Source: an optimization exercise on an open RTL-to-GDS flow (aim: small area, a short achievable clock period and few clock cycles). Production flows keep margins and buffers that such runs may drop.
Only simulation tests tie the RTL to the original design; equivalence was not proved.
No activity file was given, so power comes from the tool's default toggle rates.

==> flow/design.v (excerpt) <==
module cd_stat_accum
#(
   parameter int I_TILE = 64,
   parameter int H_TILE = 64,
   parameter int AW     = $clog2(I_TILE * H_TILE)
) (
   input  logic          clk,
   input  logic          rst,
   input  logic          clear,
   input  logic          v_valid,
   output logic          v_ready,
   input  logic [15:0]   v_data,
   input  logic          v_phase,
   input  logic          h_valid,
   output logic          h_ready,
   input  logic [15:0]   h_data,
   input  logic          h_last,
   output logic [AW-1:0] acc_rd_addr,
   output logic          acc_rd_bank,
   input  logic [31:0]   acc_rd_data,
   output logic [AW-1:0] acc_wr_addr,
   output logic [31:0]   acc_wr_data,
   output logic [1:0]    acc_wr_we,
   output logic          busy,
   output logic          done,
   output logic          sat_flag
);
Size in the first run: roughly 2,500 cells after synthesis, roughly 1,200 flip-flops, roughly 140 I/O pins, about 35,000 sq um of cells after synthesis.
Settings: LEC_CHECK=0, CAP_MARGIN=20, CORE_MARGIN=2, CORE_UTILIZATION=40, CTS_BUF_LIST=sky130_fd_sc_hd__clkbuf_8 sky130_fd_sc_hd__clkbuf_16, CTS_CLUSTER_DIAMETER=100, CTS_CLUSTER_SIZE=30, SETUP_SLACK_MARGIN=5, SLEW_MARGIN=20; clock period 10.0 ns.
run.sh (not shown) runs the stock make flow with config.mk's settings and CLKGATE_MAP_FILE= SYNTH_SCRIPT=/design/flow/synth_recipe.tcl, a recipe that flattens the netlist after the stock synthesis.
The starting point passed the timing, design-rule and antenna checks.
Testbench counts at the start, summed over its fixed seeds: cycles 294,972.
Change:
==> flow/flow/run.sh (new file) <==
#!/bin/bash
# Standard layout, with the timing repair steps asked for extra setup slack.
set -e
cp standard.sh standard_sh.txt
cp config.mk config_orig.mk
echo "export SETUP_SLACK_MARGIN = 6.85" >> config.mk
bash standard.sh > standard.log 2>&1
==> flow/standard.sh (new file) <==
#!/bin/bash
# synth_recipe.tcl (not shown) runs the flow's synth.tcl, then flattens the netlist and writes it again
# the make line also repeats each setting of config.mk as NAME=value (left out here)
make -C /OpenROAD-flow-scripts/flow DESIGN_CONFIG=/design/flow/config.mk WORK_HOME=/design/flow/orfs CLKGATE_MAP_FILE= SYNTH_SCRIPT=/design/flow/synth_recipe.tcl "${@:-finish}"
- CTS_BUF_LIST: sky130_fd_sc_hd__clkbuf_8 sky130_fd_sc_hd__clkbuf_16 -> sky130_fd_sc_hd__clkbuf_16
- CTS_CLUSTER_DIAMETER: 100 -> 60
- SETUP_SLACK_MARGIN: 5 -> 6.85
removed: flow/run.sh
=> Cell count climbs by 3.8%; synthesized cell count does not change; non-clock buffer count climbs by 97; global-route usage climbs by 0.38 points; wire length climbs by 3.6%; power climbs by 8.6%; final area climbs by 5.2%; critical path depth drops by 8; maximum frequency climbs by 22%.
Change:
- CTS_BUF_LIST: sky130_fd_sc_hd__clkbuf_16 -> sky130_fd_sc_hd__clkbuf_8 sky130_fd_sc_hd__clkbuf_16
- CTS_CLUSTER_DIAMETER: 60 -> 100
Wire length hardly moves.
Critical path depth does not change.
Core utilization came out lower by 0.93 points.
Sequential share of layout area came out higher by 1.3 points.
Final cell count came out lower by 0.69%.
Clock power came out lower by 24%.
Synthesized cell count does not change.

Another version of the RTL of cd_stat_accum (not shown whole).
Size in the first run: ~2500 cells after synthesis, about 1200 flip-flops, ~140 I/O pins, roughly 34000 sq um of cells after synthesis.
==> flow/config.mk <==
export PLATFORM = sky130hd
export DESIGN_NAME = cd_stat_accum
export DESIGN_NICKNAME = cd_stat_accum
export VERILOG_FILES = /design/flow/design.v
export SDC_FILE = /design/flow/constraint.sdc
export NUM_CORES = 4
export LEC_CHECK = 0
export CAP_MARGIN = 20
export CORE_MARGIN = 2
export CORE_UTILIZATION = 40
export CTS_BUF_LIST = sky130_fd_sc_hd__clkbuf_8 sky130_fd_sc_hd__clkbuf_16
export CTS_CLUSTER_DIAMETER = 100
export CTS_CLUSTER_SIZE = 30
export SLEW_MARGIN = 20
export SETUP_SLACK_MARGIN = 7.0
==> flow/constraint.sdc <==
create_clock -name core_clock -period 10.0 [get_ports {clk}]
set_input_delay 2.0000 -clock core_clock [delete_from_list [all_inputs] [get_ports {clk}]]
set_output_delay 2.0000 -clock core_clock [all_outputs]
set_load 0.01 [all_outputs]
standard.sh (not shown) runs the stock make flow with config.mk's settings and CLKGATE_MAP_FILE= SYNTH_SCRIPT=/design/flow/synth_recipe.tcl, a recipe that flattens the netlist after the stock synthesis.
==> flow/flow/run.sh <==
#!/bin/bash
# Standard layout, with the timing repair steps asked for extra setup slack.
set -e
cp standard.sh standard_sh.txt
cp config.mk config_orig.mk
echo "export SETUP_SLACK_MARGIN = 7.0" >> config.mk
bash standard.sh > standard.log 2>&1
Testbench counts at the start, summed over its fixed seeds: cycles 294,972.
Then changed:
--- a/flow/flow/run.sh
+++ b/flow/flow/run.sh
@@ -5,3 +5,3 @@
 cp config.mk config_orig.mk
-echo "export SETUP_SLACK_MARGIN = 7.0" >> config.mk
+echo "export SETUP_SLACK_MARGIN = 6.92" >> config.mk
 bash standard.sh > standard.log 2>&1
- PLACE_DENSITY: default -> 0.75
- SETUP_SLACK_MARGIN: 7.0 -> 6.92
Effect:
- The new run ran to the end with no violations
- via count decreases by 0.85%
- maximum frequency hardly moves
- worst hold slack gets worse by 0.011 ns
- routed wire length decreases by 2.1%
- first-iteration DRC count decreases by 2.5%
- cell area decreases by 1.2%
Then changed:
--- a/flow/flow/run.sh
+++ b/flow/flow/run.sh
@@ -5,3 +5,3 @@
 cp config.mk config_orig.mk
-echo "export SETUP_SLACK_MARGIN = 6.92" >> config.mk
+echo "export SETUP_SLACK_MARGIN = 6.85" >> config.mk
 bash standard.sh > standard.log 2>&1
- PLACE_DENSITY: 0.75 -> default
- SETUP_SLACK_MARGIN: 6.92 -> 6.85
What happened: The changed run finished clean; clock-buffer cell count stays the same; clock skew drops by 0.013 ns; setup slack hardly moves; final area drops by 1.0%; global-route usage climbs by 0.25 points; routed wire length drops by about 0.4%; core utilization drops by 0.46 points; clock power stays flat; die area does not change; sequential cell count stays the same.
Then changed:
--- a/flow/flow/run.sh
+++ b/flow/flow/run.sh
@@ -5,3 +5,3 @@
 cp config.mk config_orig.mk
-echo "export SETUP_SLACK_MARGIN = 6.85" >> config.mk
+echo "export SETUP_SLACK_MARGIN = 6.92" >> config.mk
 bash standard.sh > standard.log 2>&1
- CAP_MARGIN: 20 -> 5
- SETUP_SLACK_MARGIN: 6.85 -> 6.92
- SLEW_MARGIN: 20 -> 5
Effect: The changed run completed without violations; worst setup slack improves by 0.054 ns; non-clock buffer count rose by 1; core utilization grows by 0.44 points; routed wire length barely changes; sequential cell count does not change; global-route usage is about the same; power rises by 0.76%; final area went up by 0.96%.

cd_stat_accum, a different RTL version from the one above (not shown whole).
For scale: roughly 2900 cells after synthesis, about 1200 flip-flops, about 140 I/O pins, roughly 0.035 mm2 of cells after synthesis.
clock: 10.0 ns
lec_check: 0
abc_area: 1
cap_margin: 20
core_margin: 2
core_utilization: 40
slew_margin: 20
run.sh (not shown) runs the stock make flow with config.mk's settings and CLKGATE_MAP_FILE= SYNTH_SCRIPT=/design/flow/synth_recipe.tcl, a recipe that flattens the netlist after the stock synthesis.
Stock flow here: none of the scripts above is used.
The starting point went through all stages and came out clean.
Testbench counts at the start, summed over its fixed seeds: cycles 294,972.
Change:
==> flow/flow/run.sh (new file) <==
#!/bin/bash
# Standard layout, with the timing repair steps asked for extra setup slack.
set -e
cp standard.sh standard_sh.txt
cp config.mk config_orig.mk
echo "export SETUP_SLACK_MARGIN = 7" >> config.mk
bash standard.sh > standard.log 2>&1
==> flow/standard.sh (new file) <==
#!/bin/bash
# synth_recipe.tcl (not shown) runs the flow's synth.tcl, then flattens the netlist and writes it again
# the make line also repeats each setting of config.mk as NAME=value (left out here)
make -C /OpenROAD-flow-scripts/flow DESIGN_CONFIG=/design/flow/config.mk WORK_HOME=/design/flow/orfs CLKGATE_MAP_FILE= SYNTH_SCRIPT=/design/flow/synth_recipe.tcl "${@:-finish}"
ABC_AREA = unset   (was 1)
SETUP_SLACK_MARGIN = 7   (was unset)
removed: flow/run.sh
Effect: The changed run ran to the end with no violations. Worst setup slack gains 0.69 ns. Utilization rose by 3.0 points. Die area fell by about 1.9%. Maximum frequency rose by 22%.
Change:
==> flow/run.sh (new file) <==
#!/bin/bash
# synth_recipe.tcl (not shown) runs the flow's synth.tcl, then flattens the netlist and writes it again
# the make line also repeats each setting of config.mk as NAME=value (left out here)
make -C /OpenROAD-flow-scripts/flow DESIGN_CONFIG=/design/flow/config.mk WORK_HOME=/design/flow/orfs CLKGATE_MAP_FILE= SYNTH_SCRIPT=/design/flow/synth_recipe.tcl finish
ABC_CLOCK_PERIOD_IN_PS = 3000   (was unset)
SETUP_SLACK_MARGIN = 5   (was 7)
removed: flow/flow/run.sh
removed: flow/standard.sh
After rerunning:
- total power goes down by about 1.6%
- maximum frequency decreases by 19%
- core utilization falls by 2.5 points
- wire length fell by about 7.5%
- sequential power hardly moves
- area after synthesis stays the same
- final area goes down by 5.0%
- die area is unchanged
- non-clock buffer count is lower by 150
- worst setup slack gets worse by 0.72 ns
- synthesized cell count stays the same

## sierra
Another version of the RTL of cd_stat_accum (not shown whole).
Size: ~2,600 cells after synthesis, roughly 1,200 flip-flops, about 140 I/O pins, about 0.035 mm² of cells after synthesis.
==> flow/config.mk <==
export PLATFORM = sky130hd
export DESIGN_NAME = cd_stat_accum
export DESIGN_NICKNAME = cd_stat_accum
export VERILOG_FILES = /design/flow/design.v
export SDC_FILE = /design/flow/constraint.sdc
export NUM_CORES = 4
export LEC_CHECK = 0
export CAP_MARGIN = 20
export CORE_MARGIN = 2
export CORE_UTILIZATION = 55
export CTS_BUF_LIST = sky130_fd_sc_hd__clkbuf_8 sky130_fd_sc_hd__clkbuf_16
export CTS_CLUSTER_DIAMETER = 100
export CTS_CLUSTER_SIZE = 30
export SLEW_MARGIN = 20
export SETUP_SLACK_MARGIN = 7
==> flow/constraint.sdc <==
create_clock -name core_clock -period 10.0 [get_ports {clk}]
set_input_delay 2.0000 -clock core_clock [delete_from_list [all_inputs] [get_ports {clk}]]
set_output_delay 2.0000 -clock core_clock [all_outputs]
set_load 0.01 [all_outputs]
standard.sh (not shown) runs the stock make flow with config.mk's settings and CLKGATE_MAP_FILE= SYNTH_SCRIPT=/design/flow/synth_recipe.tcl, a recipe that flattens the netlist after the stock synthesis.
==> flow/flow/run.sh <==
#!/bin/bash
# Standard layout, with the timing repair steps asked for extra setup slack.
set -e
cp standard.sh standard_sh.txt
cp config.mk config_orig.mk
echo "export SETUP_SLACK_MARGIN = 7" >> config.mk
bash standard.sh > standard.log 2>&1
Per the final summary, sierra finished and its layout is clean on timing, DRC and antenna.
Testbench counts of sierra, summed over its fixed seeds: cycles 294,972.
Setup changes, sierra to juniper
- CORE_UTILIZATION: 55 -> 40
- SETUP_SLACK_MARGIN: 7 -> 6.7
diff --git a/flow/flow/run.sh b/flow/flow/run.sh
--- a/flow/flow/run.sh
+++ b/flow/flow/run.sh
@@ -6 +6 @@
-echo "export SETUP_SLACK_MARGIN = 7" >> config.mk
+echo "export SETUP_SLACK_MARGIN = 6.7" >> config.mk
==> results.txt <==
Overall power after layout ended up 140 µW lower on juniper than on sierra.
juniper vs sierra, critical path endpoint: acc_wr_data[1] vs v_ready
Of sierra and juniper, juniper shows the lower setup skew after layout, with sierra above it.
juniper vs. sierra: cell area after layout saw a decrease, initial core utilization saw a decrease, synthesis-to-layout area growth saw a decrease.
#### Input delta (nickel over juniper)
- an added BUFFER_PORTS_ARGS of -buffer_cell sky130_fd_sc_hd__buf_2
- a change of SETUP_SLACK_MARGIN from 6.7 to 7
==> flow/flow/run.sh <==
#!/bin/bash
# Standard layout, with the timing repair steps asked for extra setup slack
# and plain buffers on the ports.
set -e
cp config.mk config_orig.mk
echo "export SETUP_SLACK_MARGIN = 7" >> config.mk
echo "export BUFFER_PORTS_ARGS = -buffer_cell sky130_fd_sc_hd__buf_2" >> config.mk
bash standard.sh > standard.log 2>&1
Notes after the runs:
In nickel the critical-path maximum fanout turned out 3 higher than in juniper.
Lower worst setup slack among juniper and nickel: juniper
Placed instance area, juniper and nickel: larger value in juniper
On sequential power, nickel tracks juniper almost exactly.
nickel: done, clean on timing, DRC and antenna
The following lists how pepper was set up differently from nickel:
- SETUP_SLACK_MARGIN: 7 -> 6.85
- BUFFER_PORTS_ARGS: -buffer_cell sky130_fd_sc_hd__buf_2 -> unset
==> flow/flow/run.sh <==
#!/bin/bash
# Standard layout, with the timing repair steps asked for extra setup slack.
set -e
cp standard.sh standard_sh.txt
cp config.mk config_orig.mk
echo "export SETUP_SLACK_MARGIN = 6.85" >> config.mk
bash standard.sh > standard.log 2>&1
### Flow results
pepper vs nickel, clock power went up by about 2%. phase_q$_SDFFE_PP0P_ as the start point of the critical path was reported by pepper, and two_q[0]$_DFFE_PP_ by nickel. Global-route usage: lower on pepper. | total power per unit cell area | pepper vs nickel | ≈ equal |. Compare nickel and pepper | clock group share of total power higher: pepper. Maximum frequency delta (nickel -> pepper): insignificant. Compared with nickel, pepper shows a lower sum of buffers and inverters on the critical path.
What onyx does differently from pepper at the input level:
- a change of SETUP_SLACK_MARGIN from 6.85 to 7
diff --git a/flow/flow/run.sh b/flow/flow/run.sh
--- a/flow/flow/run.sh
+++ b/flow/flow/run.sh
@@ -6 +6 @@
-echo "export SETUP_SLACK_MARGIN = 6.85" >> config.mk
+echo "export SETUP_SLACK_MARGIN = 7" >> config.mk
Findings:
- In terms of clock power, onyx and pepper differ only marginally.
- | worst setup slack after layout | onyx vs pepper | 14 ps higher |
- Diff pepper and onyx: fmax higher in onyx

RTL: one of the versions met above, not the one the previous note started from.
Size in the first run: ~2500 cells after synthesis, about 1200 flip-flops, roughly 140 I/O pins, ~35000 sq um of cells after synthesis.
## cd_stat_accum
module cd_stat_accum
#(
   parameter int I_TILE = 64,
   parameter int H_TILE = 64,
   parameter int AW     = $clog2(I_TILE * H_TILE)
) (
   input  logic          clk,
   input  logic          rst,
   input  logic          clear,
   input  logic          v_valid,
   output logic          v_ready,
   input  logic [15:0]   v_data,
   input  logic          v_phase,
   input  logic          h_valid,
   output logic          h_ready,
   input  logic [15:0]   h_data,
   input  logic          h_last,
   output logic [AW-1:0] acc_rd_addr,
   output logic          acc_rd_bank,
   input  logic [31:0]   acc_rd_data,
   output logic [AW-1:0] acc_wr_addr,
   output logic [31:0]   acc_wr_data,
   output logic [1:0]    acc_wr_we,
   output logic          busy,
   output logic          done,
   output logic          sat_flag
);
clock: 10.0 ns
lec_check: 0
cap_margin: 20
core_margin: 2
core_utilization: 40
slew_margin: 20
run.sh (not shown) runs the stock make flow with config.mk's settings and CLKGATE_MAP_FILE= SYNTH_SCRIPT=/design/flow/synth_recipe.tcl, a recipe that flattens the netlist after the stock synthesis.
Stock flow here: none of the scripts above is used.
Testbench counts at the start, summed over its fixed seeds: cycles 294,972.
Rerun with:
==> flow/flow/run.sh (new file) <==
#!/bin/bash
# Standard layout, with the timing repair steps asked for extra setup slack.
set -e
cp standard.sh standard_sh.txt
cp config.mk config_orig.mk
echo "export SETUP_SLACK_MARGIN = 7" >> config.mk
bash standard.sh > standard.log 2>&1
==> flow/standard.sh (new file) <==
#!/bin/bash
# synth_recipe.tcl (not shown) runs the flow's synth.tcl, then flattens the netlist and writes it again
# the make line also repeats each setting of config.mk as NAME=value (left out here)
make -C /OpenROAD-flow-scripts/flow DESIGN_CONFIG=/design/flow/config.mk WORK_HOME=/design/flow/orfs CLKGATE_MAP_FILE= SYNTH_SCRIPT=/design/flow/synth_recipe.tcl "${@:-finish}"
Settings changed: CTS_BUF_LIST set to sky130_fd_sc_hd__clkbuf_8 sky130_fd_sc_hd__clkbuf_16, CTS_CLUSTER_DIAMETER set to 100, CTS_CLUSTER_SIZE set to 30, SETUP_SLACK_MARGIN set to 7.
removed: flow/run.sh
The new run passed the timing, design-rule and antenna checks; die area is unchanged; global-route usage goes up by 0.13 points; total power drops by 15%; register-to-register slack gains 500 ps; setup slack improved by 670 ps; wire length increases by about 2.7%; clock skew fell by 26 ps; sequential cell count does not change; area after synthesis does not change; count of clock-buffer cells in the layout falls by 105.

[port drivers added, routing unchanged]
Ports are ideal in the flow. The routed layouts listed here were re-timed in OpenROAD.
Step 1 (the two cells are an assumption about what drives the block):
set clk [get_ports {clk}]
set_driving_cell -lib_cell sky130_fd_sc_hd__clkbuf_16 $clk
set_driving_cell -lib_cell sky130_fd_sc_hd__buf_2 [delete_from_list [all_inputs] $clk]
Step 2 times the ports against the registers' clock, not the clock port: input delays grow and output delays shrink by t, the midpoint of the rising clock arrivals with the driver on.
Slacks: ideal ports / drivers / drivers and shift; pairs: ideal ports / drivers.
run	t, ns	setup WS [ns]	worst setup path at the end	worst data-port slew with drivers (ns)	pins driven straight from the clock port
the first run of note 1	0.683	6.186 / 6.156 / 5.825	input to register	0.15	1
the second run of note 1	0.680	6.871 / 6.804 / 6.354	input to register	0.12	1
the third run of note 1	0.684	6.880 / 6.813 / 6.340	input to register	0.13	1
the first run of note 2	0.682	6.835 / 6.828 / 6.362	input to register	0.13	1
the second run of note 2	0.673	6.835 / 6.813 / 6.346	input to register	0.12	1
the third run of note 2	0.679	6.835 / 6.796 / 6.366	input to register	0.11	1
the fourth run of note 2	0.680	6.889 / 6.827 / 6.294	input to register	0.10	1
the first run of note 3	0.730	6.165 / 6.105 / 6.188	input to register	0.15	1
the second run of note 3	0.740	6.854 / 6.790 / 6.309	input to register	0.13	1
the third run of note 3	0.716	6.134 / 6.070 / 5.994	input to register	0.11	1
sierra	0.688	6.829 / 6.765 / 6.288	input to register	0.10	1
juniper	0.681	6.756 / 6.692 / 6.199	input to register	0.09	1
nickel	0.688	6.860 / 6.826 / 6.593	input to register	0.10	1
pepper	0.696	6.865 / 6.802 / 6.318	input to register	0.09	1
onyx	0.683	6.880 / 6.826 / 6.332	input to register	0.10	1
the first run of note 5	0.716	6.134 / 6.070 / 5.994	input to register	0.11	1
the second run of note 5	0.680	6.803 / 6.803 / 6.452	input to register	0.13	1
After both steps setup and hold are still met in every run listed. For the fourth run of note 2, which loses most, drivers alone change the setup slack by -0.062 ns; drivers and shift together by -0.595 ns.
